Source: an optimization exercise on an open RTL-to-GDS flow (aim: small area and a short achievable clock period). Production flows keep margins and buffers that such runs may drop. Only simulation tests tie the RTL to the original design; equivalence was not proved.

==> inputs of run G <==
==> flow/design.v <==
package sssp_pkg;
    localparam int LANE_COUNT = 8;
    localparam int LANE_W = 64;
    localparam int WORD_W = LANE_COUNT * LANE_W;
    localparam int LEVEL_W = 8;
    localparam int VERTEX_W = 32;
    localparam int LANE_PRESENT_BIT = 63;
    typedef logic [WORD_W-1:0] word_t;
    typedef logic [LANE_W-1:0] lane_t;
    typedef logic [LEVEL_W-1:0] level_t;
    typedef logic [VERTEX_W-1:0] vertex_t;
    typedef logic [LANE_COUNT-1:0] lane_mask_t;
    typedef logic [3:0] slot_count_t;
endpackage
`timescale 1ns/1ps
module sssp_lane #(
    parameter int ADDR_W = 6
) (
    input  logic              clk,
    input  logic              clr,
    input  logic              present,    
    input  logic [ADDR_W-1:0] idx,
    output logic              hit,        
    output logic [ADDR_W-1:0] hit_idx
);
    localparam int LO_W = ADDR_W / 2;
    localparam int HI_W = ADDR_W - LO_W;
    localparam int LO_N = 2 ** LO_W;
    localparam int HI_N = 2 ** HI_W;
    logic [HI_N*LO_N-1:0] visited;
    logic [LO_N-1:0]      sel_lo;
    logic [HI_N-1:0]      sel_hi;
    logic [HI_N-1:0]      seen_hi;
    logic                 seen;
    always_comb begin
        for (int j = 0; j < LO_N; j++) begin
            sel_lo[j] = present && idx[LO_W-1:0] == LO_W'(j);
        end
        for (int h = 0; h < HI_N; h++) begin
            sel_hi[h] = idx[ADDR_W-1:LO_W] == HI_W'(h);
        end
        for (int h = 0; h < HI_N; h++) begin
            seen_hi[h] = 1'b0;
            for (int j = 0; j < LO_N; j++) begin
                seen_hi[h] = seen_hi[h] | (visited[h * LO_N + j] & sel_lo[j]);
            end
        end
        seen = 1'b0;
        for (int h = 0; h < HI_N; h++) begin
            seen = seen | (seen_hi[h] & sel_hi[h]);
        end
    end
    always_ff @(posedge clk) begin
        for (int h = 0; h < HI_N; h++) begin
            for (int j = 0; j < LO_N; j++) begin
                visited[h * LO_N + j] <= (visited[h * LO_N + j] && !clr) || (sel_lo[j] && sel_hi[h]);
            end
        end
        hit <= present && !(seen && !clr);
        hit_idx <= idx;
    end
endmodule
`timescale 1ns/1ps
module update_compactor (
    input  logic                 clk,
    input  logic                 rst,
    input  sssp_pkg::lane_mask_t hit_in,
    output sssp_pkg::lane_mask_t hit,
    output logic [sssp_pkg::LANE_COUNT-1:0][2:0] pos,
    output logic [2:0]           fill,     
    output logic                 complete,  
    output logic                 any        
);
    localparam int LANES = sssp_pkg::LANE_COUNT;
    function automatic logic [8:0] merge(input logic [8:0] a, input logic [8:0] b);
        merge = '0;
        for (int i = 0; i <= 8; i++) begin
            for (int j = 0; j <= 8 - i; j++) begin
                merge[i + j] = merge[i + j] | (a[i] & b[j]);
            end
        end
    endfunction
    function automatic logic [2:0] pick(input logic [8:0] cnt, input logic [7:0][2:0] sum);
        pick = '0;
        for (int c = 0; c < 8; c++) begin
            pick = pick | (sum[c] & {3{cnt[c]}});
        end
    endfunction
    logic [2:0] f;
    logic [7:0][2:0] f_plus;    
    logic [8:0] f_wrap;         
    logic [8:0] one [LANES];
    logic [8:0] c01, c23, c45, c67, c0_3, c4_6, c4_7;
    logic [8:0] cnt [LANES+1];
    always_comb begin
        for (int c = 0; c < 8; c++) begin
            f_plus[c] = f + 3'(c);
        end
        for (int c = 0; c <= 8; c++) begin
            f_wrap[c] = (4'(f) + 4'(c)) >= 4'd8;
        end
        for (int k = 0; k < LANES; k++) begin
            one[k] = {7'b0, hit_in[k], !hit_in[k]};
        end
        c01 = merge(one[0], one[1]);
        c23 = merge(one[2], one[3]);
        c45 = merge(one[4], one[5]);
        c67 = merge(one[6], one[7]);
        c0_3 = merge(c01, c23);
        c4_6 = merge(c45, one[6]);
        c4_7 = merge(c45, c67);
        cnt[0] = 9'b1;
        cnt[1] = one[0];
        cnt[2] = c01;
        cnt[3] = merge(c01, one[2]);
        cnt[4] = c0_3;
        cnt[5] = merge(c0_3, one[4]);
        cnt[6] = merge(c0_3, c45);
        cnt[7] = merge(c0_3, c4_6);
        cnt[8] = merge(c0_3, c4_7);
    end
    always_ff @(posedge clk) begin
        if (rst) begin
            f <= '0;
            hit <= '0;
            fill <= '0;
            complete <= 1'b0;
            any <= 1'b0;
        end else begin
            f <= pick(cnt[LANES], f_plus) | (f & {3{cnt[LANES][8]}});
            hit <= hit_in;
            fill <= f;
            complete <= |(cnt[LANES] & f_wrap);
            any <= |(f_plus[0]) || |(cnt[LANES][8:1]);
        end
        for (int k = 0; k < LANES; k++) begin
            pos[k] <= pick(cnt[k], f_plus);
        end
    end
endmodule
`timescale 1ns/1ps
module update_packer (
    input  logic                 clk,
    input  logic                 rst,
    input  sssp_pkg::lane_mask_t hit,
    input  logic [sssp_pkg::LANE_COUNT-1:0][2:0] pos,
    input  logic [sssp_pkg::LANE_COUNT-1:0][5:0] idx,
    input  sssp_pkg::level_t     level,
    input  logic [2:0]           fill,
    input  logic                 complete,   
    input  logic                 any,        
    input  logic                 last_in,
    output sssp_pkg::word_t      word_out,
    output logic                 valid_out,
    output logic                 done
);
    localparam int LANES = sssp_pkg::LANE_COUNT;
    localparam int SLOT_W = sssp_pkg::LANE_W;
    localparam int TOP = sssp_pkg::WORD_W - 1;
    logic [8:0] d_vtx [LANES];
    logic [LANES-1:0] w_m;
    logic [8:0] m_vtx [LANES];
    logic [7:0] m_lvl [LANES];
    logic [8:0] v_vtx [LANES-1];
    logic [7:0] v_lvl;
    logic       mclr;
    logic       flushing;
    logic       flush_now;
    logic       show;
    always_comb begin
        for (int s = 0; s < LANES; s++) begin
            d_vtx[s] = '0;
            w_m[s] = 1'b0;
            for (int k = 0; k < LANES; k++) begin
                if (hit[k] && pos[k] == 3'(s)) begin
                    d_vtx[s] = d_vtx[s] | {idx[k], 3'(k)};
                    w_m[s] = 1'b1;
                end
            end
            if (3'(s) < fill) w_m[s] = 1'b0;
        end
    end
    assign flush_now = last_in || flushing;
    assign show = !done && (complete || (flush_now && any));
    always_ff @(posedge clk) begin
        if (rst) begin
            valid_out <= 1'b0;
            done <= 1'b0;
            flushing <= 1'b0;
            mclr <= 1'b1;
        end else begin
            valid_out <= show;
            mclr <= show;
            if (flush_now) flushing <= 1'b1;
            if (flush_now && !complete) done <= 1'b1;
        end
        for (int s = 0; s < LANES; s++) begin
            if (w_m[s]) begin
                m_vtx[s] <= d_vtx[s];
                m_lvl[s] <= level;
            end else if (mclr) begin
                if (s < LANES - 1 && 3'(s) < fill) begin
                    m_vtx[s] <= v_vtx[s];
                    m_lvl[s] <= v_lvl;
                end else begin
                    m_vtx[s] <= '0;
                    m_lvl[s] <= '0;
                end
            end
        end
        for (int s = 0; s < LANES - 1; s++) begin
            v_vtx[s] <= d_vtx[s];
        end
        v_lvl <= level;
    end
    always_comb begin
        word_out = '0;
        for (int s = 0; s < LANES; s++) begin
            word_out[TOP - s * SLOT_W - 23 -: 9] = m_vtx[s];
            word_out[TOP - s * SLOT_W - 56 -: 8] = m_lvl[s];
        end
    end
endmodule
`timescale 1ns/1ps
module sssp_top #(
    parameter int ADDR_W = 6
) (
    input  logic             clk,
    input  logic             rst,
    input  sssp_pkg::word_t  word_in,
    input  logic             word_in_valid,
    input  sssp_pkg::level_t current_level,
    input  logic             last_input_in,
    output sssp_pkg::word_t  word_out,
    output logic             valid_out,
    output logic             done
);
    localparam int LANES = sssp_pkg::LANE_COUNT;
    localparam int LANE_W = sssp_pkg::LANE_W;
    localparam int TOP = sssp_pkg::WORD_W - 1;
    logic                 ended;
    logic                 rst_d;
    sssp_pkg::lane_mask_t present;
    always_ff @(posedge clk) begin
        rst_d <= rst;
        if (rst) begin
            ended <= 1'b0;
        end else if (last_input_in) begin
            ended <= 1'b1;
        end
    end
    for (genvar k = 0; k < LANES; k++) begin : g_present
        assign present[k] = !rst && !ended && word_in_valid && word_in[TOP - k * LANE_W];
    end
    sssp_pkg::lane_mask_t r_hit;
    logic [ADDR_W-1:0]    r_idx [LANES];
    sssp_pkg::level_t     r_level;
    logic                 r_last;
    for (genvar k = 0; k < LANES; k++) begin : g_lane
        sssp_lane #(
            .ADDR_W (ADDR_W)
        ) u_lane (
            .clk     (clk),
            .clr     (rst_d),
            .present (present[k]),
            .idx     (word_in[TOP - k * LANE_W - (LANE_W - ADDR_W) -: ADDR_W]),
            .hit     (r_hit[k]),
            .hit_idx (r_idx[k])
        );
    end
    always_ff @(posedge clk) begin
        r_last <= !rst && !ended && last_input_in;
        r_level <= current_level;
    end
    sssp_pkg::lane_mask_t s_hit;
    logic [LANES-1:0][2:0] s_pos;
    logic [2:0]           s_fill;
    logic                 s_complete;
    logic                 s_any;
    logic [LANES-1:0][ADDR_W-1:0] s_idx;
    sssp_pkg::level_t     s_level;
    logic                 s_last;
    update_compactor u_compactor (
        .clk    (clk),
        .rst    (rst),
        .hit_in (r_hit),
        .hit    (s_hit),
        .pos    (s_pos),
        .fill   (s_fill),
        .complete (s_complete),
        .any      (s_any)
    );
    always_ff @(posedge clk) begin
        s_last <= !rst && r_last;
        s_level <= r_level;
        for (int k = 0; k < LANES; k++) begin
            s_idx[k] <= r_idx[k];
        end
    end
    update_packer u_packer (
        .clk       (clk),
        .rst       (rst),
        .hit       (s_hit),
        .pos       (s_pos),
        .idx       (s_idx),
        .level     (s_level),
        .fill      (s_fill),
        .complete  (s_complete),
        .any       (s_any),
        .last_in   (s_last),
        .word_out  (word_out),
        .valid_out (valid_out),
        .done      (done)
    );
endmodule
==> flow/run.sh <==
#!/bin/bash
# synth_recipe.tcl (not shown) runs the flow's synth.tcl, then flattens the netlist and writes it again
# the make line also repeats each setting of config.mk as NAME=value (left out here)
make -C /OpenROAD-flow-scripts/flow DESIGN_CONFIG=/design/flow/config.mk WORK_HOME=/design/flow/orfs CLKGATE_MAP_FILE= SYNTH_SCRIPT=/design/flow/synth_recipe.tcl finish
==> flow/config.mk <==
export PLATFORM = sky130hd
export DESIGN_NAME = sssp_top
export DESIGN_NICKNAME = sssp_top
export VERILOG_FILES = /design/flow/design.v
export SDC_FILE = /design/flow/constraint.sdc
export NUM_CORES = 4
export LEC_CHECK = 0
export ABC_AREA = 1
export CAP_MARGIN = 20
export CORE_MARGIN = 2
export CORE_UTILIZATION = 40
export SETUP_SLACK_MARGIN = 5
export SLEW_MARGIN = 20
==> flow/constraint.sdc <==
create_clock -name core_clock -period 8.0 [get_ports {clk}]
set_input_delay 1.6000 -clock core_clock [delete_from_list [all_inputs] [get_ports {clk}]]
set_output_delay 1.6000 -clock core_clock [all_outputs]
set_load 0.01 [all_outputs]
==> run Y: changes against run G <==
==> flow/design.v, changed modules only <==
module update_packer (
    input  logic                 clk,
    input  logic                 rst,
    input  sssp_pkg::lane_mask_t hit,
    input  logic [sssp_pkg::LANE_COUNT-1:0][2:0] pos,
    input  logic [sssp_pkg::LANE_COUNT-1:0][5:0] idx,
    input  sssp_pkg::level_t     level,
    input  logic [2:0]           fill,
    input  logic                 complete,   
    input  logic                 any,        
    input  logic                 last_in,
    output sssp_pkg::word_t      word_out,
    output logic                 valid_out,
    output logic                 done
);
    localparam int LANES = sssp_pkg::LANE_COUNT;
    localparam int SLOT_W = sssp_pkg::LANE_W;
    localparam int TOP = sssp_pkg::WORD_W - 1;
    logic [8:0] d_vtx [LANES];
    logic [LANES-1:0] w_m;
    logic [8:0] m_vtx [LANES];
    logic [7:0] m_lvl [LANES];
    logic [8:0] v_vtx [LANES-1];
    logic [7:0] v_lvl;
    logic       mclr;
    logic       flushing;
    logic       flush_now;
    logic       show;
    always_comb begin
        for (int s = 0; s < LANES; s++) begin
            d_vtx[s] = '0;
            w_m[s] = 1'b0;
            for (int k = 0; k < LANES; k++) begin
                if (hit[k] && pos[k] == 3'(s)) begin
                    d_vtx[s] = d_vtx[s] | {idx[k], 3'(k)};
                    w_m[s] = 1'b1;
                end
            end
            if (3'(s) < fill) w_m[s] = 1'b0;
        end
    end
    logic [LANES-1:0] take_v;
    logic [LANES-1:0] keep;
    logic [8:0]       v_vtx_x [LANES];
    always_comb begin
        for (int s = 0; s < LANES; s++) begin
            take_v[s] = !w_m[s] && mclr && s < LANES - 1 && 3'(s) < fill;
            keep[s] = !w_m[s] && !mclr;
            v_vtx_x[s] = (s < LANES - 1) ? v_vtx[s < LANES - 1 ? s : 0] : '0;
        end
    end
    assign flush_now = last_in || flushing;
    assign show = !done && (complete || (flush_now && any));
    always_ff @(posedge clk) begin
        if (rst) begin
            valid_out <= 1'b0;
            done <= 1'b0;
            flushing <= 1'b0;
            mclr <= 1'b1;
        end else begin
            valid_out <= show;
            mclr <= show;
            if (flush_now) flushing <= 1'b1;
            if (flush_now && !complete) done <= 1'b1;
        end
        for (int s = 0; s < LANES; s++) begin
            m_vtx[s] <= ({9{w_m[s]}} & d_vtx[s])
                      | ({9{take_v[s]}} & v_vtx_x[s])
                      | ({9{keep[s]}} & m_vtx[s]);
            m_lvl[s] <= ({8{w_m[s]}} & level)
                      | ({8{take_v[s]}} & v_lvl)
                      | ({8{keep[s]}} & m_lvl[s]);
        end
        for (int s = 0; s < LANES - 1; s++) begin
            v_vtx[s] <= d_vtx[s];
        end
        v_lvl <= level;
    end
    always_comb begin
        word_out = '0;
        for (int s = 0; s < LANES; s++) begin
            word_out[TOP - s * SLOT_W - 23 -: 9] = m_vtx[s];
            word_out[TOP - s * SLOT_W - 56 -: 8] = m_lvl[s];
        end
    end
endmodule
CORE_UTILIZATION = 60   (was 40)
CTS_CLUSTER_DIAMETER = 100   (was not set)
CTS_CLUSTER_SIZE = 30   (was not set)
PLACE_DENSITY = 0.75   (was not set)
==> run summary <==
item	run G	run Y
Num rows	113	92
Number of unique standard cell types used by synthesis	47	54
Compound-cell area share of the yosys netlist	0.1308	0.1303
Number of standard cells after synthesis	5028	5233
Number of synthesized flops with an enable pin	136	0
Synthesized cell area	0.03849 sq mm	0.03839 sq mm
Sequential cell area fraction in the yosys report	0.4967	0.4625
Initial Util	0.4045	0.6075
Per-instance average area after synthesis	7.655 sq um	7.336 sq um
Proportion of netlist area held by the largest area contributor	0.3906	0.4625
Xor and xnor fraction of the mapped netlist area	0.0006826	0.0006844
Fraction of synthesized area in multiplexers	0	0.0002607
Y dimension of the die	314.2 microns	257.0 microns
Number of warnings printed during yosys synthesis	11	12
Status	complete, no violations	did not finish
Failing step	-	I/O pin placement
Adder-Cell Fraction of Synth Area	0.005201	0.005215

## afterwards: timing with drivers on the ports
How much do the figures lean on ideal ports? The routed layout below was timed once more, with nothing changed but the port constraints. Step 1 sets driving cells, clkbuf_16 on the clock port and buf_2 on the other inputs (assumed; they add their load-dependent delay and slew). Step 2 moves the port delays by t, midway between the first and last clock arrival at a register: inputs arrive t later, outputs are due t later. That takes back most of the time a late clock gives input paths. Slacks: no drivers / after step 1 / after step 2; pairs: no drivers / after step 1.
run: run G
t, ns: 0.752
setup slack, ns: 4.981 / 4.905 / 4.317
hold slack, ns: 0.324 / 0.324 / 0.324
worst setup path after step 2: input to register
After both steps setup and hold are still met in run G. For run G, drivers alone change the setup slack by -0.076 ns; drivers and shift together by -0.664 ns.
